Context: an optimization exercise on an open-source flow, tuned for small area, a short achievable clock period and few clock cycles per item. The choices shown serve that exercise and are no tape-out recipe.
The RTL was checked by simulation tests, not by an equivalence proof against the original design.

`design/flow/design.v`:
```
module gmrd_ram #(
    parameter int unsigned WIDTH = 62,
    parameter int unsigned DEPTH = 16
) (
    input  logic              i_clk,
    input  logic              i_we,
    input  logic [WIDTH-1:0]  i_wdata,
    input  logic [1:0]        i_tsel,
    output logic [WIDTH-1:0]  o_head,
    output logic [WIDTH-1:0]  o_tap
);
    logic [WIDTH-1:0] r_mem [DEPTH];
    always_ff @(posedge i_clk) begin
        for (int i = 0; i < DEPTH - 1; i++) begin
            r_mem[i] <= r_mem[i+1];
        end
        r_mem[DEPTH-1] <= i_we ? i_wdata : r_mem[0];
    end
    assign o_head = r_mem[0];
    always_comb begin
        case (i_tsel)
            2'd0:    o_tap = r_mem[0];
            2'd1:    o_tap = r_mem[4];
            2'd2:    o_tap = r_mem[8];
            default: o_tap = r_mem[12];
        endcase
    end
endmodule
module gmrd_modunit (
    input  logic          i_clk,
    input  logic [30:0]   i_a,
    input  logic [30:0]   i_b,
    input  logic [30:0]   i_mp,
    input  logic [31:0]   i_mu,
    input  logic [33:0]   i_mu3,
    input  logic [32:0]   i_nmp3,
    output logic [32:0]   o_r
);
    localparam int unsigned TC = 28;    
    logic [61:0] r_x;
    logic [31:0] r_q3;
    logic [32:0] r_xl;
    logic [32:0] r_r;
    logic [61:0] w_x;
    logic [31:0] w_q1;
    logic [63:0] w_q2;
    logic [32:0] w_nmp;
    logic [32:0] w_r;
    always_comb begin
        logic [32:0] ae;           
        logic [61:0] negv;
        ae   = {1'b0, i_a, 1'b0};
        negv = '0;
        w_x  = '0;
        for (int k = 0; k < 16; k++) begin
            w_x = w_x - (62'd1 << (32 + 2 * k));
        end
        for (int k = 0; k < 16; k++) begin
            logic b0, b1, b2, neg, one, two;
            logic [31:0] sel, q;
            b0  = ae[2*k];
            b1  = ae[2*k+1];
            b2  = ae[2*k+2];
            neg = b2 & ~(b1 & b0);
            one = b1 ^ b0;
            two = (b2 & ~b1 & ~b0) | (~b2 & b1 & b0);
            sel = one ? {1'b0, i_b} : (two ? {i_b, 1'b0} : 32'd0);
            q   = neg ? ~sel : sel;
            negv[2*k] = neg;
            w_x = w_x + ({29'd0, ~neg, q} << (2 * k));
        end
        w_x = w_x + negv;
    end
    assign w_q1 = r_x[61:30];
    always_comb begin
        w_q2 = '0;
        for (int k = 0; k < 16; k++) begin
            logic [1:0]  d;
            logic [33:0] pp;
            logic [63:0] row;
            d = w_q1[2*k +: 2];
            case (d)
                2'd0:    pp = '0;
                2'd1:    pp = {2'b0, i_mu};
                2'd2:    pp = {1'b0, i_mu, 1'b0};
                default: pp = i_mu3;
            endcase
            row = {30'd0, pp} << (2 * k);
            for (int c = 0; c < 64; c++) begin
                if (c < TC) row[c] = 1'b0;
            end
            w_q2 = w_q2 + row;
        end
    end
    assign w_nmp = ~{2'b00, i_mp};
    always_comb begin
        w_r = r_xl + {1'b0, r_q3};
        for (int k = 0; k < 16; k++) begin
            logic [1:0]  d;
            logic [32:0] pp;
            d = r_q3[2*k +: 2];
            case (d)
                2'd0:    pp = '0;
                2'd1:    pp = w_nmp;
                2'd2:    pp = {w_nmp[31:0], 1'b0};
                default: pp = i_nmp3;
            endcase
            w_r = w_r + (pp << (2 * k));
        end
    end
    always_ff @(posedge i_clk) begin
        r_x  <= w_x;
        r_q3 <= w_q2[63:32];
        r_xl <= r_x[32:0];
        r_r  <= w_r;
    end
    assign o_r = r_r;
endmodule
module garner_mixed_radix_digits_unit #(
    parameter int unsigned MAX_MODULI = 16
) (
    input  logic          i_clk,
    input  logic          i_rst_n,
    input  logic          i_valid,
    output logic          o_ready,
    input  logic [63:0]   i_data,
    output logic          o_valid,
    input  logic          i_ready,
    output logic [32:0]   o_data
);
    localparam int unsigned W = 31;
    localparam logic [2:0] I_IDLE  = 3'd0;
    localparam logic [2:0] I_NORM  = 3'd1;
    localparam logic [2:0] I_START = 3'd3;
    localparam logic [2:0] I_GRP   = 3'd4;
    localparam logic [2:0] I_FIN   = 3'd5;
    localparam logic [2:0] I_OUT   = 3'd6;
    localparam logic [2:0] I_OVF   = 3'd7;
    localparam logic [2:0] Q_IDLE  = 3'd0;
    localparam logic [2:0] Q_NORM  = 3'd1;
    localparam logic [2:0] Q_DIV   = 3'd2;
    localparam logic [2:0] Q_READY = 3'd4;
    localparam logic [2:0] IV_IDLE  = 3'd0;
    localparam logic [2:0] IV_SHIFT = 3'd1;
    localparam logic [2:0] IV_RUN   = 3'd2;
    localparam logic [2:0] IV_FIX1  = 3'd3;
    localparam logic [2:0] IV_FIX2  = 3'd4;
    localparam logic [2:0] IV_DONE  = 3'd5;
    localparam logic [2:0] G_ALIGN = 3'd0;
    localparam logic [2:0] G_EXP   = 3'd1;
    localparam logic [2:0] G_HORN  = 3'd2;
    localparam logic [2:0] F_CHAIN = 3'd4;
    localparam logic [2:0] F_INIT  = 3'd6;
    localparam logic [2:0] F_EXP   = 3'd7;
    localparam logic [3:0] P_IDLE    = 4'd0;
    localparam logic [3:0] P_CONV    = 4'd2;
    localparam logic [3:0] P_MUL     = 4'd3;
    localparam logic [3:0] P_SQR     = 4'd4;
    localparam logic [3:0] P_SQRCOPY = 4'd5;
    localparam logic [3:0] P_CONVX   = 4'd6;
    localparam logic [3:0] P_HORN    = 4'd7;
    localparam logic [3:0] P_FCHAIN  = 4'd9;
    localparam logic [3:0] P_EINIT   = 4'd11;
    localparam logic [3:0] P_ESQR    = 4'd12;
    localparam logic [3:0] P_EMUL    = 4'd13;
    localparam logic [3:0] P_FINAL   = 4'd14;
    localparam logic [3:0] P_ESQRF   = 4'd15;    
    localparam logic [2:0] WB_NONE = 3'd0;    
    localparam logic [2:0] WB_F0   = 3'd1;    
    localparam logic [2:0] WB_F1   = 3'd2;    
    localparam logic [2:0] WB_D    = 3'd4;    
    localparam logic [2:0] WB_S    = 3'd5;    
    localparam logic [2:0] WB_P    = 3'd6;    
    logic [3:0]    r_ph;           
    logic [1:0]    w_slot;
    logic [2:0]    r_ist;
    logic [4:0]    r_count;        
    logic [4:0]    r_n;            
    logic [W-1:0]  r_m;
    logic          r_eos;
    logic          r_slow;
    logic [4:0]    r_s;
    logic [4:0]    r_t;            
    logic [W-1:0]  r_mp;
    logic          r_m1;           
    logic [W-1:0]  w_one;          
    logic [31:0]   r_mu;
    logic [33:0]   r_mu3;          
    logic [32:0]   r_nmp3;         
    logic [W-1:0]  r_dvr;
    logic [W-1:0]  r_rsr;          
    logic [5:0]    r_dvt;
    logic          r_qv;
    logic [2:0]    r_qst;
    logic [31:0]   r_qres;
    logic [W-1:0]  r_qm;
    logic          r_qeos;
    logic [4:0]    r_qs;
    logic [W-1:0]  r_qmp;
    logic [31:0]   r_qmu;
    logic          r_qdvq32;
    logic [W-1:0]  r_d;            
    logic [W-1:0]  r_d0;           
    logic [W-1:0]  r_pp;           
    logic          r_dpend;
    logic [1:0]    r_dk;           
    logic [W-1:0]  r_dz, r_dp;     
    logic [3:0]    r_ok;           
    logic          r_pdone;        
    logic          r_wpend;        
    logic [1:0]    r_wrem;         
    logic [1:0]    r_ww;           
    logic          r_chk, r_chk0;  
    logic          r_ckv, r_ck0;   
    logic [1:0]    r_cks;
    logic [W-1:0]  r_ckx;          
    logic          r_finf;         
    logic [2:0]    r_ivst;
    logic [4:0]    r_ivc;
    logic [W-1:0]  r_ku, r_kv;
    logic [W:0]    r_kr, r_ks;
    logic [2:0]    r_gst;
    logic [1:0]    r_g;
    logic          r_first;
    logic          r_mdone;
    logic [1:0]    r_hp;
    logic          r_hwait;        
    logic [3:0]    r_cj;           
    logic [4:0]    r_cnext;
    logic          r_cnoc;         
    logic          r_cwrap;        
    logic [4:0]    r_pos;
    logic [3:0]    r_pt;           
    logic          r_stp;          
    logic [3:0]    r_sti;
    logic [W-1:0]  r_stm;
    logic          r_ovalid;
    logic [32:0]   r_out;
    logic [W-1:0]  r_a0, r_b0;
    logic [W-1:0]  r_p0, r_p1, r_p2, r_p3;
    logic [2:0]    r_wb0, r_wb1, r_wb2, r_wb3;
    logic [32:0]   w_r3;
    logic [2*W-1:0] w_head, w_tap;
    logic [W-1:0]  w_hm;
    logic [W-1:0]  w_tm, w_td;     
    logic [1:0]    w_tsel;
    assign w_slot = r_ph[1:0];
    assign w_one  = r_m1 ? '0 : (31'd1 << r_s);
    gmrd_ram #(.WIDTH(2*W), .DEPTH(MAX_MODULI)) u_store (
        .i_clk   (i_clk),
        .i_we    (r_stp && (r_ph == r_sti)),
        .i_wdata ({r_stm, r_out[32:2]}),
        .i_tsel  (w_tsel),
        .o_head  (w_head),
        .o_tap   (w_tap)
    );
    assign w_hm = w_head[2*W-1:W];
    assign w_tm = w_tap[2*W-1:W];
    assign w_td = w_tap[W-1:0];
    gmrd_modunit u_mm (
        .i_clk (i_clk),
        .i_a   (r_a0),
        .i_b   (r_b0),
        .i_mp  (r_mp),
        .i_mu  (r_mu),
        .i_mu3 (r_mu3),
        .i_nmp3 (r_nmp3),
        .o_r   (w_r3)
    );
    logic [33:0] w_t1, w_t2, w_t3;
    logic [W-1:0] w_z;
    logic [W-1:0] w_F0, w_F1;
    logic [W-1:0] w_sx, w_sy;
    logic [W:0]   w_redd, w_redp;
    logic [W-1:0] w_dnew;
    assign w_t1 = {1'b0, w_r3} - {3'b0, r_mp};
    assign w_t2 = {1'b0, w_r3} - {2'b0, r_mp, 1'b0};
    assign w_t3 = {1'b0, w_r3} - {3'b0, r_mp} - {2'b0, r_mp, 1'b0};
    assign w_z  = !w_t3[33] ? w_t3[W-1:0] :
                  (!w_t2[33] ? w_t2[W-1:0] : (!w_t1[33] ? w_t1[W-1:0] : w_r3[W-1:0]));
    assign w_F0 = (r_wb3 == WB_F0) ? w_z : r_p3;
    assign w_F1 = (r_wb3 == WB_F1) ? w_z : r_p3;
    assign w_sx   = (r_dk == 2'd2) ? r_d : r_dz;
    assign w_sy   = (r_dk == 2'd2) ? r_dz : r_dp;
    assign w_redd = {1'b0, w_sx} - {1'b0, w_sy};
    assign w_redp = {1'b0, w_sx} - {1'b0, w_sy} + {1'b0, r_mp};
    assign w_dnew = w_redd[W] ? w_redp[W-1:0] : w_redd[W-1:0];
    logic [W-1:0] w_shin, w_shout;
    logic         w_raw;
    logic [W-1:0] w_rawv;
    logic [W-1:0] w_b, w_p;
    logic [2:0]   w_wb;
    logic         w_hact;
    logic [W-1:0] w_e;             
    logic [5:0]   w_eblen;         
    logic [4:0]   w_last;          
    logic [4:0]   w_rem;
    logic         w_e0b;
    logic [4:0]   w_wpos;          
    logic         w_wb0, w_wb1, w_wb2;
    logic [1:0]   w_wlen, w_widx;
    logic [W-1:0] w_const;         
    logic         w_cact, w_tact;  
    logic         w_lact;          
    logic         w_clast;         
    logic [3:0]   w_cjm1;
    logic [3:0]   w_tent;          
    assign w_rem  = r_n - {1'b0, r_g, 2'b00};
    assign w_last = (w_rem > 5'd4) ? 5'd3 : (w_rem - 5'd1);
    assign w_hact  = (w_slot == r_hp) && !r_hwait;
    assign w_shout = w_shin >> r_s;
    assign w_e     = (r_m >= 31'd2) ? r_m - 31'd2 : '0;
    always_comb begin
        w_eblen = 6'd0;
        for (int i = 0; i < W; i++) begin
            if (w_e[i]) w_eblen = 6'(i + 1);
        end
    end
    assign w_e0b   = (r_pos != 5'd31) && w_e[r_pos];
    assign w_cjm1  = r_cj - 4'd1;
    assign w_cact  = (w_slot == r_cj[1:0]) && ({1'b0, r_cj} < r_n) && !r_cnoc;
    assign w_tact  = (w_slot == w_cjm1[1:0]) && (r_cj != 4'd0) && !r_cwrap;
    assign w_clast = ({1'b0, r_cj} + 5'd1 == r_n) && !r_cnoc;
    assign w_lact  = w_clast && (r_cj[1:0] != 2'd3) && (w_slot == r_cj[1:0] + 2'd1);
    assign w_tent  = (r_pt == P_FCHAIN) ? ((w_slot == r_cj[1:0]) ? r_cj : w_cjm1)
                                        : {r_g, w_slot};
    assign w_tsel  = w_tent[3:2] - r_ph[3:2];
    assign w_wpos = (r_gst == F_INIT) ? (5'd30 - r_s) : r_pos;
    assign w_wb0  = (w_wpos != 5'd0) && r_m[w_wpos];
    assign w_wb1  = (w_wpos >= 5'd2) && r_m[w_wpos - 5'd1];
    assign w_wb2  = (w_wpos >= 5'd3) && r_m[w_wpos - 5'd2];
    assign w_wlen = w_wb2 ? 2'd2 : (w_wb1 ? 2'd1 : 2'd0);
    assign w_widx = w_wb2 ? {1'b1, w_wb1} : (w_wb1 ? 2'd1 : 2'd0);
    always_comb begin
        case ({w_slot, r_ww})
            4'b00_00: w_const = 31'd2;
            4'b00_01: w_const = 31'd8;
            4'b00_10: w_const = 31'd32;
            4'b00_11: w_const = 31'd128;
            4'b01_00: w_const = 31'd3;
            4'b01_01: w_const = 31'd27;
            4'b01_10: w_const = 31'd243;
            4'b01_11: w_const = 31'd2187;
            4'b10_00: w_const = 31'd5;
            4'b10_01: w_const = 31'd125;
            4'b10_10: w_const = 31'd3125;
            4'b10_11: w_const = 31'd78125;
            4'b11_00: w_const = 31'd7;
            4'b11_01: w_const = 31'd343;
            4'b11_10: w_const = 31'd16807;
            default:  w_const = 31'd823543;
        endcase
    end
    always_comb begin
        w_shin = (r_finf && (r_wb3 == WB_D)) ? w_z : ((r_dk == 2'd1) ? r_dz : r_d);
        w_raw  = 1'b0;
        w_rawv = w_hm;
        w_b    = w_one;
        w_p    = w_F0;
        w_wb   = WB_NONE;
        case (r_pt)
            P_CONV: begin
                w_raw  = 1'b1;
                w_rawv = w_hm;
                w_p    = w_one;
                w_wb   = WB_F1;
            end
            P_MUL: begin
                w_shin = w_F0;
                w_b    = w_F1;
                w_p    = w_F1;
                w_wb   = WB_F0;
            end
            P_SQR: begin
                w_shin = w_F1;
                w_b    = w_F1;
                w_p    = w_F0;
                w_wb   = WB_F1;
            end
            P_SQRCOPY: begin
                w_shin = w_F1;
                w_b    = w_F1;
                w_p    = w_F1;
                w_wb   = WB_F1;
            end
            P_CONVX: begin
                w_raw  = 1'b1;
                w_rawv = w_td;
                w_b    = w_F0;
                w_p    = w_F0;
                w_wb   = WB_F1;
            end
            P_HORN: begin
                if (w_hact) begin
                    w_shin = r_d;
                    w_b    = w_F0;
                    w_p    = w_F1;
                    w_wb   = WB_D;
                end else begin
                    w_shin = w_F0;
                    w_b    = w_one;
                    w_p    = w_F1;
                    w_wb   = WB_F0;
                end
            end
            P_FCHAIN: begin
                w_raw = 1'b1;
                if (w_cact) begin
                    w_rawv = w_clast ? r_stm : w_tm;
                    w_b    = r_pp;
                    w_p    = r_pp;
                    w_wb   = WB_P;
                end else if (w_lact) begin
                    w_rawv = r_out[32:2];
                    w_b    = r_pp;
                    w_wb   = WB_S;
                end else if (w_tact) begin
                    w_rawv = ({1'b0, r_cj} == r_n) ? r_out[32:2] : w_td;
                    w_b    = w_F1;
                    w_wb   = WB_S;
                end
            end
            P_EINIT: begin
                w_raw  = 1'b1;
                w_rawv = w_const;
                w_wb   = WB_F0;
            end
            P_ESQR, P_ESQRF: begin
                if (r_pt == P_ESQRF && w_slot == 2'd0) begin
                    w_raw  = 1'b1;
                    w_rawv = r_kr[W-1:0];
                    w_b    = r_d;
                    w_p    = '0;
                    w_wb   = WB_D;
                end else begin
                    w_shin = w_F0;
                    w_b    = w_F0;
                    w_wb   = WB_F0;
                end
            end
            P_EMUL: begin
                w_raw  = 1'b1;
                w_rawv = w_const;
                w_b    = w_F0;
                w_wb   = WB_F0;
            end
            P_FINAL: begin
                if (w_slot == 2'd0) begin
                    w_raw  = 1'b1;
                    w_rawv = r_kr[W-1:0];
                    w_b    = r_d;
                    w_p    = '0;
                    w_wb   = WB_D;
                end
            end
            default: ;
        endcase
    end
    logic [2:0]    n_ist;
    logic [3:0]    n_pt;
    logic [2:0]    n_gst;
    logic [1:0]    n_g, n_hp;
    logic          n_hwait;
    logic          n_first, n_mdone;
    logic [3:0]    n_cj;
    logic [4:0]    n_cnext;
    logic          n_cnoc, n_cwrap;
    logic [4:0]    n_pos;
    logic          n_pdone, n_wpend, n_chk, n_chk0;
    logic [1:0]    n_wrem, n_ww;
    logic          w_ivok;
    logic          w_chkhit;       
    logic [3:0]    w_okeff;
    logic          n_slow;
    logic          w_fast;
    logic          w_aligned;
    logic [4:0]    w_cj;           
    logic [2:0]    w_gst;
    assign w_fast    = !r_slow && r_m[0] && (r_m != 31'd1);
    assign w_chkhit  = r_ckv &&
                       (({1'b0, r_ckx} + {1'b0, w_one} == {1'b0, r_mp}) || (r_ck0 && (r_ckx == w_one)));
    assign w_okeff   = r_ok | (w_chkhit ? (4'd1 << r_cks) : 4'd0);
    assign w_aligned = !r_stp && (r_ph[3:2] + 2'd1 == r_g);
    assign w_gst     = (r_ist == I_START) ? (w_fast ? F_CHAIN : G_ALIGN) : r_gst;
    assign w_cj      = (r_ist == I_START) ? 5'd0 : r_cnext;
    always_comb begin
        n_ist   = r_ist;
        n_pt    = r_pt;
        n_gst   = r_gst;
        n_g     = r_g;
        n_hp    = r_hp;
        n_hwait = r_hwait;
        n_first = r_first;
        n_mdone = r_mdone;
        n_cj    = r_cj;
        n_cnext = r_cnext;
        n_cnoc  = r_cnoc;
        n_cwrap = r_cwrap;
        n_pos   = r_pos;
        n_pdone = r_pdone;
        n_wpend = r_wpend;
        n_wrem  = r_wrem;
        n_ww    = r_ww;
        n_chk   = 1'b0;
        n_chk0  = 1'b0;
        n_slow  = r_slow;
        if (w_slot == 2'd3) begin
            n_pt = P_IDLE;
        end
        if (w_slot == 2'd3 && (r_ist == I_START || r_ist == I_GRP)) begin
            n_ist = I_GRP;
            n_gst = w_gst;
            if (r_ist == I_START) begin
                n_g     = 2'd0;
                n_cnext = 5'd0;
            end
            if (r_n == 5'd0) begin
                n_ist = I_FIN;
            end else begin
                case (w_gst)
                    G_ALIGN: begin
                        if (w_aligned && (r_ist == I_GRP)) begin
                            n_pt    = P_CONV;
                            n_gst   = G_EXP;
                            n_pos   = 5'd0;
                            n_first = 1'b1;
                            n_mdone = 1'b0;
                        end
                    end
                    G_EXP: begin
                        if ({1'b0, r_pos} >= w_eblen) begin
                            n_pt  = P_CONVX;
                            n_gst = G_HORN;
                            n_hp  = 2'd0;
                        end else if (w_e0b && !r_mdone) begin
                            if (r_first && ({1'b0, r_pos} + 6'd1 != w_eblen)) begin
                                n_pt    = P_SQRCOPY;
                                n_pos   = r_pos + 5'd1;
                                n_first = 1'b0;
                            end else begin
                                n_pt    = P_MUL;
                                n_first = 1'b0;
                                if ({1'b0, r_pos} + 6'd1 == w_eblen) begin
                                    n_pos = 5'd31;
                                end else begin
                                    n_mdone = 1'b1;
                                end
                            end
                        end else begin
                            n_pt    = P_SQR;
                            n_pos   = r_pos + 5'd1;
                            n_mdone = 1'b0;
                        end
                    end
                    G_HORN: begin
                        n_pt = P_HORN;
                        if (r_pt != P_HORN) begin
                            n_hp    = 2'd0;
                            n_hwait = 1'b0;
                        end else if (!r_hwait) begin
                            n_hwait = 1'b1;
                        end else begin
                            n_hp    = r_hp + 2'd1;
                            n_hwait = 1'b0;
                        end
                        if (!n_hwait && ({3'b0, n_hp} == w_last)) begin
                            if (w_rem > 5'd4) begin
                                n_g   = r_g + 2'd1;
                                n_gst = G_ALIGN;
                            end else begin
                                n_ist = I_FIN;
                            end
                        end
                    end
                    F_CHAIN: begin
                        n_pt    = P_FCHAIN;
                        n_cj    = w_cj[3:0];
                        n_cnoc  = 1'b0;
                        n_cwrap = 1'b0;
                        if ((w_cj[1:0] == 2'd0) && (w_cj != 5'd0) && (w_cj != r_n) &&
                            !(r_cnoc && (r_ist == I_GRP))) begin
                            n_cnoc = 1'b1;
                        end else begin
                            n_cwrap = r_cnoc && (r_ist == I_GRP);
                            n_cnext = w_cj + 5'd1;
                            if ((w_cj == r_n) || ((w_cj + 5'd1 == r_n) && (w_cj[1:0] != 2'd3))) begin
                                n_gst = F_INIT;
                            end
                        end
                    end
                    F_INIT: begin
                        n_pt    = P_EINIT;
                        n_gst   = F_EXP;
                        n_ww    = w_widx;
                        n_wpend = 1'b0;
                        n_pdone = (w_wpos == {3'b0, w_wlen});
                        n_pos   = w_wpos - {3'b0, w_wlen} - 5'd1;
                    end
                    default: begin   
                        if (r_wpend) begin
                            if (r_wrem != 2'd0) begin
                                n_pt   = P_ESQR;
                                n_wrem = r_wrem - 2'd1;
                            end else begin
                                n_pt    = P_EMUL;
                                n_wpend = 1'b0;
                            end
                        end else if (!r_pdone) begin
                            n_pt    = P_ESQR;
                            n_pdone = (r_pos == 5'd0);
                            if (!w_wb0) begin
                                n_chk  = (r_pos < r_t);
                                n_chk0 = (r_pos + 5'd1 == r_t);
                                n_pos  = r_pos - 5'd1;
                                if ((r_pos == 5'd0) && (r_ivst == IV_DONE) && w_ivok && (r_pp != '0)) begin
                                    n_pt  = P_ESQRF;
                                    n_ist = I_FIN;
                                end
                            end else begin
                                n_wpend = 1'b1;
                                n_wrem  = w_wlen;
                                n_ww    = w_widx;
                                n_pdone = (r_pos == {3'b0, w_wlen});
                                n_pos   = r_pos - {3'b0, w_wlen} - 5'd1;
                            end
                        end else if ((r_pp == '0) || ((r_ivst == IV_DONE) && !w_ivok)) begin
                            n_slow = 1'b1;
                            n_ist  = I_START;
                        end else if (r_ivst == IV_DONE) begin
                            n_pt  = P_FINAL;
                            n_ist = I_FIN;
                        end
                    end
                endcase
            end
        end
    end
    logic [W:0]   w_kuv, w_kvu;        
    logic [W+1:0] w_krs;               
    logic [W+1:0] w_krm;               
    logic [W:0]   w_kmr;               
    logic [W:0]   w_dh;                
    assign w_ivok = (r_ku == 31'd1);
    assign w_kuv  = {1'b0, r_ku} - {1'b0, r_kv};
    assign w_kvu  = {1'b0, r_kv} - {1'b0, r_ku};
    assign w_krs  = {1'b0, r_kr} + {1'b0, r_ks};
    assign w_krm  = {1'b0, r_kr} - {2'b0, r_m};
    assign w_kmr  = {1'b0, r_m} - r_kr;
    assign w_dh   = {1'b0, r_d} + (((r_d & w_one) != '0) ? {1'b0, r_mp} : '0);
    logic [4:0]   w_s, w_t;
    always_comb begin
        w_s = 5'd0;
        for (int i = 0; i < W; i++) begin
            if (r_qm[i]) w_s = 5'(W - 1 - i);
        end
        w_t = 5'd0;
        for (int i = W - 1; i >= 1; i--) begin
            if (r_qm[i]) w_t = 5'(i);
        end
    end
    logic [W-1:0] w_qone;
    logic [31:0]  w_qmuc;
    assign w_qmuc  = r_qdvq32 ? 32'hFFFF_FFFF : r_qmu;
    logic [W:0]   w_dv2, w_rs2;
    logic [W+1:0] w_dvsub, w_rssub;
    assign w_qone  = (r_qm == 31'd1) ? '0 : (31'd1 << r_qs);
    assign w_dv2   = {r_dvr, 1'b0};
    assign w_dvsub = {1'b0, w_dv2} - {2'b0, r_qmp};
    assign w_rs2   = {r_rsr, 1'b0} | {1'b0, r_qres[6'd31 - r_dvt] ? w_qone : '0};
    assign w_rssub = {1'b0, w_rs2} - {2'b0, r_qmp};
    assign o_ready = !r_qv;
    assign o_valid = r_ovalid;
    assign o_data  = r_out;
    logic w_outfree;
    assign w_outfree = !r_ovalid || i_ready;
    always_ff @(posedge i_clk) begin
        r_ph  <= r_ph + 4'd1;
        r_a0  <= w_raw ? w_rawv : w_shout;
        r_b0  <= w_b;
        r_p0  <= w_p;
        r_p1  <= r_p0;  r_p2 <= r_p1;  r_p3 <= r_p2;
        r_wb0 <= w_wb;
        r_wb1 <= r_wb0; r_wb2 <= r_wb1; r_wb3 <= r_wb2;
        r_pt    <= n_pt;
        r_gst   <= n_gst;
        r_g     <= n_g;
        r_hp    <= n_hp;
        r_hwait <= n_hwait;
        r_first <= n_first;
        r_mdone <= n_mdone;
        r_cj    <= n_cj;
        r_cnext <= n_cnext;
        r_cnoc  <= n_cnoc;
        r_cwrap <= n_cwrap;
        r_pos   <= n_pos;
        r_pdone <= n_pdone;
        r_wpend <= n_wpend;
        r_wrem  <= n_wrem;
        r_ww    <= n_ww;
        if (w_slot == 2'd3) begin
            r_chk  <= n_chk;
            r_chk0 <= n_chk0;
        end
        r_slow  <= n_slow;
        r_ist   <= n_ist;
        r_dk <= (r_wb3 == WB_D) ? 2'd1 : ((r_wb3 == WB_S) ? 2'd2 : 2'd0);
        r_dz <= w_z;
        r_dp <= r_p3;
        if (r_dk != 2'd0) begin
            r_d <= w_dnew;
        end
        if (r_dk == 2'd1) begin
            r_dpend <= 1'b0;
        end
        if (w_wb == WB_D) begin
            r_dpend <= 1'b1;
        end
        if (r_wb3 == WB_P) begin
            r_pp <= w_z;
        end
        r_ckv <= ((r_pt == P_ESQR) || (r_pt == P_ESQRF)) && r_chk;
        r_ck0 <= r_chk0;
        r_cks <= w_slot;
        r_ckx <= w_F0;
        if (w_chkhit) begin
            r_ok[r_cks] <= 1'b1;
        end
        if ((n_pt == P_FINAL || n_pt == P_ESQRF) && w_slot == 2'd3) begin
            r_finf <= 1'b1;
        end
        case (r_ivst)
            IV_SHIFT: begin
                if (r_ivc == 5'd0) begin
                    r_ivst <= IV_RUN;
                end else begin
                    r_kv  <= r_kv >> 1;
                    r_ivc <= r_ivc - 5'd1;
                end
            end
            IV_RUN: begin
                if (r_kv == '0) begin
                    r_ivst <= IV_FIX1;
                end else begin
                    r_d <= w_dh[W:1];
                    if (!r_ku[0]) begin
                        r_ku <= r_ku >> 1;
                        r_ks <= r_ks << 1;
                    end else if (!r_kv[0]) begin
                        r_kv <= r_kv >> 1;
                        r_kr <= r_kr << 1;
                    end else if (!w_kvu[W]) begin
                        r_kv <= w_kvu[W:1];
                        r_ks <= w_krs[W:0];
                        r_kr <= r_kr << 1;
                    end else begin
                        r_ku <= w_kuv[W:1];
                        r_kr <= w_krs[W:0];
                        r_ks <= r_ks << 1;
                    end
                end
            end
            IV_FIX1: begin
                if (!w_krm[W+1]) begin
                    r_kr <= w_krm[W:0];
                end
                r_ivst <= IV_FIX2;
            end
            IV_FIX2: begin
                r_kr   <= w_kmr;
                r_ivst <= IV_DONE;
            end
            default: ;
        endcase
        if (r_pt == P_ESQR && w_slot == 2'd0 && r_ivst == IV_IDLE) begin
            r_ivst <= IV_SHIFT;
            r_ivc  <= r_s;
            r_ku   <= r_m;
            r_kv   <= r_pp;
            r_kr   <= '0;
            r_ks   <= 32'd1;
        end
        if (r_ovalid && i_ready) begin
            r_ovalid <= 1'b0;
        end
        if (r_stp && (r_ph == r_sti)) begin
            r_stp <= 1'b0;
        end
        case (r_qst)
            Q_NORM: begin
                r_qs  <= w_s;
                r_qmp <= r_qm << w_s;
                r_qst <= Q_DIV;
                r_dvt <= 6'd0;
            end
            Q_DIV: begin
                if (r_dvt == 6'd0) begin
                    r_qdvq32 <= (r_qmp == 31'h4000_0000);
                    r_dvr    <= (r_qmp == 31'h4000_0000) ? '0 : 31'h4000_0000;
                    r_rsr    <= (r_qres[31] && (r_qm != 31'd1)) ? (r_qmp - w_qone) : '0;
                    r_dvt    <= 6'd1;
                end else begin
                    if (!w_dvsub[W+1]) begin
                        r_dvr <= w_dvsub[W-1:0];
                        r_qmu <= {r_qmu[30:0], 1'b1};
                    end else begin
                        r_dvr <= w_dv2[W-1:0];
                        r_qmu <= {r_qmu[30:0], 1'b0};
                    end
                    if (r_dvt <= 6'd31) begin
                        r_rsr <= !w_rssub[W+1] ? w_rssub[W-1:0] : w_rs2[W-1:0];
                    end
                    r_dvt <= r_dvt + 6'd1;
                    if (r_dvt == 6'd32) begin
                        r_qst <= Q_READY;
                    end
                end
            end
            default: ;
        endcase
        if (i_valid && !r_qv) begin
            r_qv   <= 1'b1;
            r_qres <= i_data[63:32];
            r_qm   <= i_data[31:1];
            r_qeos <= i_data[0];
            r_qst  <= Q_NORM;
        end
        case (r_ist)
            I_IDLE: begin
                if (r_qv && ((r_qst == Q_READY) || (r_count >= 5'(MAX_MODULI)) || (r_qm == '0))) begin
                    r_qv   <= 1'b0;
                    r_qst  <= Q_IDLE;
                    r_m    <= r_qm;
                    r_eos  <= r_qeos;
                    r_n    <= r_count;
                    r_slow <= 1'b0;
                    r_s    <= r_qs;
                    r_mp   <= r_qmp;
                    r_mu   <= w_qmuc;
                    r_d    <= r_rsr;
                    r_d0   <= r_rsr;
                    r_mu3  <= {2'b00, w_qmuc} + {1'b0, w_qmuc, 1'b0};
                    r_nmp3 <= (~{2'b00, r_qmp}) + {~{1'b0, r_qmp}, 1'b0};
                    r_t    <= w_t;
                    r_m1   <= (r_qm == 31'd1);
                    if (r_count >= 5'(MAX_MODULI)) begin
                        r_ist <= I_OVF;
                    end else if (r_qm == '0) begin
                        r_d     <= '0;
                        r_s     <= 5'd0;
                        r_dpend <= 1'b0;
                        r_ist   <= I_FIN;
                    end else begin
                        r_ist <= I_START;
                    end
                end
            end
            I_START: begin
                r_pp   <= w_one;
                r_ok   <= 4'b0000;
                r_ivst <= IV_IDLE;
                r_d    <= r_d0;
            end
            I_FIN: begin
                if (r_finf) begin
                    if ((r_wb3 == WB_D) && (r_pt == P_IDLE)) begin
                        r_finf <= 1'b0;
                        if (w_okeff != 4'b1111) begin
                            r_slow <= 1'b1;
                            r_ist  <= I_START;
                        end else begin
                            r_ist <= I_OUT;
                        end
                    end
                end else if (!r_dpend && (w_wb != WB_D) && (r_pt == P_IDLE)) begin
                    r_ist <= I_OUT;
                end
            end
            I_OUT: begin
                if (w_outfree && !r_stp) begin
                    r_out    <= {r_a0, r_eos, 1'b0};
                    r_ovalid <= 1'b1;
                    r_stp    <= 1'b1;
                    r_sti    <= r_n[3:0];
                    r_stm    <= r_m;
                    r_count  <= r_eos ? 5'd0 : r_n + 5'd1;
                    r_ist    <= I_IDLE;
                end
            end
            I_OVF: begin
                if (w_outfree && !r_stp) begin
                    r_out    <= {{W{1'b0}}, r_eos, 1'b1};
                    r_ovalid <= 1'b1;
                    if (r_eos) begin
                        r_count <= 5'd0;
                    end
                    r_ist <= I_IDLE;
                end
            end
            default: ;
        endcase
        if (!i_rst_n) begin
            r_ph     <= 4'd0;
            r_ist    <= I_IDLE;
            r_pt     <= P_IDLE;
            r_count  <= 5'd0;
            r_ovalid <= 1'b0;
            r_stp    <= 1'b0;
            r_dpend  <= 1'b0;
            r_wb0    <= WB_NONE;
            r_wb1    <= WB_NONE;
            r_wb2    <= WB_NONE;
            r_wb3    <= WB_NONE;
            r_dk     <= 2'd0;
            r_ivst   <= IV_IDLE;
            r_finf   <= 1'b0;
            r_ckv    <= 1'b0;
            r_qv     <= 1'b0;
            r_qst    <= Q_IDLE;
        end
    end
endmodule
```
`design/flow/run.sh`:
```
#!/bin/bash
# synth_recipe.tcl (not shown) runs the flow's synth.tcl, then flattens the netlist and writes it again
# the make line also repeats each setting of config.mk as NAME=value (left out here)
make -C /OpenROAD-flow-scripts/flow DESIGN_CONFIG=/design/flow/config.mk WORK_HOME=/design/flow/orfs CLKGATE_MAP_FILE= SYNTH_SCRIPT=/design/flow/synth_recipe.tcl finish
```
`design/flow/config.mk`:
```
export PLATFORM = sky130hd
export DESIGN_NAME = garner_mixed_radix_digits_unit
export DESIGN_NICKNAME = garner_mixed_radix_digits_unit
export VERILOG_FILES = /design/flow/design.v
export SDC_FILE = /design/flow/constraint.sdc
export NUM_CORES = 4
export LEC_CHECK = 0
export CAP_MARGIN = 20
export CORE_MARGIN = 2
export CORE_UTILIZATION = 55
export PLACE_DENSITY = 0.7
export SETUP_SLACK_MARGIN = 1.0
export SLEW_MARGIN = 20
```
`design/flow/constraint.sdc`:
```
create_clock -name core_clock -period 10.0 [get_ports {i_clk}]
set_input_delay 2.0000 -clock core_clock [delete_from_list [all_inputs] [get_ports {i_clk}]]
set_output_delay 2.0000 -clock core_clock [all_outputs]
set_load 0.01 [all_outputs]
```
==> results.yml, run 1 <==
outcome:
  status: "timing/DRC/antenna clean"
logic_synthesis:
  synthTopCellsByCount: "dfxtp_1 (1,576), nor2_1 (1,303), nand2_1 (1,299), inv_1 (1,248), a21oi_1 (1,157)"
  yosysMostFrequentCell: "dfxtp_1"
  synth_top_area_share_pct: 19.9
  ys_seq_area_share_pct: 31.5
  synth_area_leaders: "dfxtp_1 (20%), fa_1 (12%), edfxtp_1 (12%)"
  ys_ff_latch: 2185
  synthAdderAreaFrac_pct: 20.1
  synth_edf_count: 609
  yosys.area.top_type: "dfxtp_1"
  synth_cell_types: 108
  ys_async_sr_fraction_pct: 0
  synth_compound_area_share_pct: 19.0
  yosys.area_share.simple_pct: 11.8
  syn_inst: 17107
  synthXorXnorAreaFrac_pct: 6.15
  netlist_area_mm2: 0.158
  synth.net_count: 19147
  synth_area_per_cell_um2: 9.26
  synth_top_family_by_area: "adder cells"
  synth_ff_type: "dfxtp_1"
  synthMuxAreaShare_pct: 5.80
  yosys_warnings: 4
floorplanning:
  placementRows: 196
  die_area_mm2: 0.292
  die_x_um: 541
  initial_core_util_pct: 55.4
  die_h_um: 541
  core_area_mm2: 0.286
  io_pins: 103
worst_hold_path:
  min-delay-start: "u_store.r_mem[2][39]"
  hp-class: "reg2reg"
sta:
  slew_violations: 0
  fin_crit_sh_pct: 88.1
  fin_skew_ns: 0.132
  fin_tns_setup_ns: 0
  period_needed_ns: 8.81
  rsz0062_at_grt: "yes"
  finalWorstSetupSlack_ns: 1.19
  slew_headroom_pct: 19.9
  finalHoldViolations: 0
  max_freq_mhz: 113
  tightest_slew_ns: 1.19
  setup-violations-final: 0
clock_tree:
  clock_latency_ns: 0.98
  cts.reportedPaths.clkPinSlew_ns: 0.06
  tritoncts: "yes"
  clock_sinks: 2185
  htree_levels: 4
  clk_path_buf_depth: 4
  cts-root-buf: "clkbuf_16"
  cts_buffers: 225
cells_and_area:
  utilization_pct: 60.8
  layout.cells.non_filler: 20975
  drive_above_1_share_pct: 11.0
  areaGrowthSynthToFinish_pct: 9.78
  nets: 19020
worst_setup_path:
  path_class: "reg2reg"
  crit_top_cell: "fa_1"
  end_kind: "flip-flop"
  critPathMaxStageDelay_ns: 0.56
  startpoint: "u_mm.r_x[30]"
  r2r_start: "u_mm.r_x[30]"
  cp_max_fo: 5
  cp.required_ns: 10.79
  worst_setup_path_start_kind: "flip-flop"
  critical_path_arrival_ns: 9.60
  crit_path_top_delay_cell: "fa_1"
grt:
  grt_start_max_net_pins: 83
  grt_pass1_vias: 129945
  grt_pass1_wl_um: 892000
  overflow: 0
  antenna_found_initial: 54
  grt_usage_pct: 41.2
run:
  max_cap_violations: 0
routing:
  routed_via_density: 6.53
  drc: 0
  drt_iter0_markers: 18514
  routed_wl_um: 617000
  postRouteAntennaNets: 0
  vias: 136943
  first_pass_iters: 9
  wl_per_cell_um: 29.4
place:
  preCtsSetupSlack_ns: 0.472
  placed_cells: 20502
  dp_hpwl_um: 458000
  portBuffers: 102
  gp_congestion: 1.08
cell usage in the layout, fill, tap and decap left out, types with 72 or more instances in the layout:
cell type and n:
dfxtp_1 1567, nand2_1 1296, nor2_1 1274, inv_1 1244, a21oi_1 1148, ha_1 1021
fa_1 945, o21ai_0 898, xnor2_1 726, a22oi_1 701, buf_4 676, edfxtp_1 609
mux2_2 428, xor2_1 384, nor3_1 291, nand3_1 253, mux2i_1 252, clkbuf_16 238
a21o_1 233, nor2b_1 145, nand2b_1 138, a31oi_1 137, o22ai_1 135, a211oi_1 124
o211ai_1 123, and2_1 114, a221oi_1 113, a22o_1 112, o21a_1 107, and3_1 105
clkdlybuf4s50_1 102, o21bai_1 101, or3_1 93, or2_2 81, mux4_2 79, a222oi_1 72
path summary, 6_finish.rpt:
| path | endpoint | slack, ns | cells after the start |
|---|---|---|---|
| min reg2reg | u_store.r_mem[1][39] | 0.23 | 0 |
| min | u_store.r_mem[1][39] | 0.23 | 0 |
| max reg2reg | u_mm.r_q3[31] | 1.19 | 37 |
| max | u_mm.r_q3[31] | 1.19 | 37 |
area by class of cell:
| class | count | area [µm²] |
|---|---|---|
| fill | 24375 | 112000 |
| multi-input combinational | 12504 | 100000 |
| sequential | 2185 | 49900 |
| clock buffer | 301 | 6510 |
| timing repair buffer | 798 | 6460 |
| inverter | 1266 | 4760 |
| tap | 3762 | 4710 |
| clock inverter | 118 | 1400 |
| antenna | 41 | 103 |
metal layers:
metal  up-vias  track usage (%)  wire length, µm
li1      60199                -                -
met1     65993             53.3           235000
met2      8689             60.8           259000
met3      2032             11.6            76100
met4        30             25.7            46700
met5         -                0              189
critical path, delay by kind of cell (launching register included):
| family | cells | cell delay (ns) |
|---|---|---|
| buffers and inverters | 2 | 0.13 |
| xor gates and xnor gates | 2 | 0.26 |
| muxes | 1 | 0.33 |
| and+or+nand+nor | 5 | 0.85 |
| adders and majority gates | 8 | 3.39 |
| DFF | 1 | 0.37 |
| AOI/OAI and AO/OA | 19 | 3.34 |
cell families (layout without fill, tap and decap cells):
group | after synthesis | count (layout)
AO/OA/AOI/OAI | 4571 | 4571
AND/OR/NAND/NOR | 4087 | 4087
buffers and inverters | 2418 | 2483
flip-flops | 2185 | 2185
adder cells (fa/ha/maj) | 1972 | 1972
XOR/XNOR | 1111 | 1111
multiplexers | 763 | 763
other | 0 | 41
through the flow:
step	area [µm²]	hold slack, ns
global placement	165000	0.310
CTS	174000	0.223
global route	174000	0.230
floorplan	158000	0.310
finish	174000	0.231
detailed placement	165000	0.312
state kept, by name (all words and copies together) (netlist names), 33 cells and up:
register and count:
r_mu3 33, r_nmp3 33, r_out 33, u_mm.r_r 33
u_mm.r_x 62, u_mm.r_xl 33, u_store.r_mem 992
repair_timing:
action | CTS | global route
buffers inserted | 11 | 1
resized for setup | 18 | 30
endpoints found under the setup margin | 12 | 15
hold buffers | 0 | 0
endpoints found under the hold margin | 0 | 0
pin swaps | 7 | 9
Testbench counts, summed over its fixed seeds: cycles 35,224, items 239.
==> run 2: changes to the inputs <==
--- a/design/flow/config.mk
+++ b/design/flow/config.mk
@@ -8,6 +8,5 @@
 export CAP_MARGIN = 20
 export CORE_MARGIN = 2
-export CORE_UTILIZATION = 55
-export PLACE_DENSITY = 0.7
+export CORE_UTILIZATION = 40
 export SETUP_SLACK_MARGIN = 1.0
 export SLEW_MARGIN = 20
==> run 2 against run 1 <==
- first-iteration DRC count shrank 10%
- die area grew 37%
- critical path depth grew 1
- worst setup slack gained 0.037 ns
- flip-flop and latch count is the same
- fmax grew 0.42%
- synthesized cell count is the same
- count of clock-buffer cells in the layout shrank 6
- via count shrank 1.6%
- critical endpoint unchanged
- largest cell class unchanged
==> results.yml, run 2 <==
cells_and_area:
  reg_top3: "u_store.r_mem: 992 flops, u_mm.r_x: 62 flops"
  nets: 18938
  mostFrequentLayoutCell: "dfxtp_1"
  utilization_pct: 44.4
  layout_common_cells: "dfxtp_1 (1,567), nand2_1 (1,296), nor2_1 (1,274)"
  areaGrowthSynthToFinish_pct: 10.7
  design_area_mm2: 0.175
  drive_above_1_share_pct: 10.7
  regMostFlops: "u_store.r_mem"
  largest_reg_flops: 992
sta:
  setup-violations-final: 0
  period_needed_ns: 8.78
  max_freq_mhz: 114
  slew_headroom_pct: 14.1
  fin_skew_ns: 0.109
  slew_violations: 0
  fin_tns_setup_ns: 0
  rsz0062_at_grt: "yes"
  tightest_slew_ns: 1.28
  finalWorstSetupSlack_ns: 1.22
  finalHoldViolations: 0
  fin_crit_sh_pct: 87.8
floorplanning:
  io_pins: 103
  core_area_mm2: 0.395
  initial_core_util_pct: 40.1
  die_area_mm2: 0.401
  placementRows: 231
  die_x_um: 633
  die_h_um: 633
logic_synthesis:
  yosys.area.top_type: "dfxtp_1"
  synth_edf_count: 609
  synth.net_count: 19147
  ys_async_sr_fraction_pct: 0
  synthTopCellsByCount: "dfxtp_1 (1,576), nor2_1 (1,303), nand2_1 (1,299), inv_1 (1,248), a21oi_1 (1,157)"
  synth_area_per_cell_um2: 9.26
  synth_cell_types: 108
  synth_ff_type: "dfxtp_1"
  syn_inst: 17107
  yosys_warnings: 4
  synth_top_area_share_pct: 19.9
  netlist_area_mm2: 0.158
  ys_seq_area_share_pct: 31.5
  yosysMostFrequentCell: "dfxtp_1"
  ys_ff_latch: 2185
  synth_area_leaders: "dfxtp_1 (20%), fa_1 (12%), edfxtp_1 (12%)"
clock_tree:
  clock_sinks: 2185
  htree_levels: 4
  clk_path_buf_depth: 4
  cts-root-buf: "clkbuf_16"
  cts_buffers: 231
  tritoncts: "yes"
  cts.reportedPaths.clkPinSlew_ns: 0.07
  clock_latency_ns: 0.99
worst_setup_path:
  path_class: "reg2reg"
  critical_path_arrival_ns: 9.62
  reg2reg_depth: 38
  crit_path_top_delay_cell: "fa_2"
  r2r_end: "u_mm.r_q3[31]"
  critPathMaxStageDelay_ns: 0.54
  cp.required_ns: 10.84
  cp_max_fo: 3
  r2r_slack_ns: 1.22
  worst_setup_path_start_kind: "flip-flop"
  end_kind: "flip-flop"
  r2r_start: "r_mu[28]"
routing:
  vias: 134790
  first_pass_iters: 10
  postRouteAntennaNets: 0
  wl_per_cell_um: 27.3
  routed_wl_um: 610000
  routed_via_density: 6.03
  drt_iter0_markers: 16652
  drc: 0
grt:
  grt_pass1_vias: 129104
  grt_usage_pct: 29.6
  grt_pass1_wl_um: 885000
  overflow: 0
  antenna_found_initial: 57
  grt_start_max_net_pins: 108
outcome:
  status: "timing/DRC/antenna clean"
worst_hold_path:
  hp-class: "reg2reg"
  min_path_cells: 0
  min-delay-start: "u_store.r_mem[3][22]"
  hold_path_end: "u_store.r_mem[2][22]"
run:
  max_cap_violations: 0
place:
  placed_area_mm2: 0.167
  portBuffers: 102
  gp_congestion: 1.04
  dp_hpwl_um: 454000
  preCtsSetupSlack_ns: 0.611
-- run 2: cell types whose count changed in the layout (fill, tap and decap cells not counted), moves of 4 or more --
cell	change
clkinv_4	+5
buf_4	-84
buf_12	-5
diode_2	-26
clkbuf_1	-16
clkinvlp_4	+4
clkbuf_16	+12
-- run 2: critical path: cells and delay by family (launching register included) --
kind            cells  cell delay, ns
compound gates     19            3.21
xor+xnor            2            0.24
fa+ha+maj           8            3.34
buf+inv             3            0.36
flops               1            0.42
mux                 1            0.30
simple gates        5            0.86
-- run 2: layout make-up --
type | instances | area, µm²
timing repair buffer | 710 | 5740
fill | 38048 | 220000
inverter | 1266 | 4760
multi-input combinational | 12504 | 100000
tap | 5242 | 6560
antenna | 15 | 37.5
sequential | 2185 | 49900
clock inverter | 139 | 1600
clock buffer | 295 | 6730
-- run 2: cells by family (layout without fill, tap and decap cells) --
group | after synthesis | count (layout) | share of synthesized area [%]
compound gates | 4571 | 4571 | 19.0
simple gates | 4087 | 4087 | 11.8
buf+inv | 2418 | 2410 | 5.77
flops | 2185 | 2185 | 31.5
fa+ha+maj | 1972 | 1972 | 20.1
xor+xnor | 1111 | 1111 | 6.15
mux | 763 | 763 | 5.80
other cells | 0 | 15 | 0
-- run 2: worst max-delay path by stage --
stage                             from            end  slack (ns)
final                         r_mu[28]  u_mm.r_q3[31]        1.22
after global routing          r_mu[28]  u_mm.r_q3[31]        0.80
after CTS                 u_mm.r_x[32]  u_mm.r_q3[31]        0.96
after detailed placement  u_mm.r_x[32]  u_mm.r_q3[31]        0.61
after global placement    u_mm.r_x[32]  u_mm.r_q3[31]        0.48
after floorplan           u_mm.r_x[30]  u_mm.r_q3[31]        1.02
-- run 2: repair_timing --
action,in CTS,in global routing
gates resized for setup,15,46
endpoints found under the setup margin,8,12
pin swaps,4,17
buffers inserted,4,6
hold buffers,0,0
-- run 2: layer usage --
| metal | GRT usage [%] | vias up | wire (µm) |
|---|---|---|---|
| met5 | 0 | - | 235 |
| met4 | 17.6 | 32 | 42800 |
| met3 | 6.92 | 1679 | 63900 |
| met2 | 44.9 | 7307 | 261000 |
| met1 | 38.5 | 65722 | 242000 |
| li1 | - | 60050 | - |
-- run 2: through the flow --
stage / std cells / hold slack (ns)
after floorplan: 17107 / 0.310
after global placement: 21895 / 0.309
after detailed placement: 21896 / 0.312
after CTS: 22334 / 0.207
after global routing: 22343 / 0.211
final: 22356 / 0.232

==> port drivers added, routing unchanged <==
How much do the figures lean on ideal ports? The routed layouts below were timed once more, with nothing changed but the port constraints. Step 1 sets driving cells, clkbuf_16 on the clock port and buf_2 on the other inputs (assumed; they add their load-dependent delay and slew). Step 2, shift: input delay + t, output delay - t, t = (earliest + latest rising clock arrival at the registers) / 2. This alone moves slack from input paths to output paths. Slacks: no drivers / after step 1 / after step 2; pairs: no drivers / after step 1.
run | t, ns | setup slack, ns | worst setup path after step 2 | worst data-port slew with drivers (ns)
run 1 | 1.018 | 1.187 / 1.187 / 1.187 | register to register | 0.09
run 2 | 1.057 | 1.224 / 1.224 / 1.224 | register to register | 0.06
After both steps every run listed still meets setup and hold.
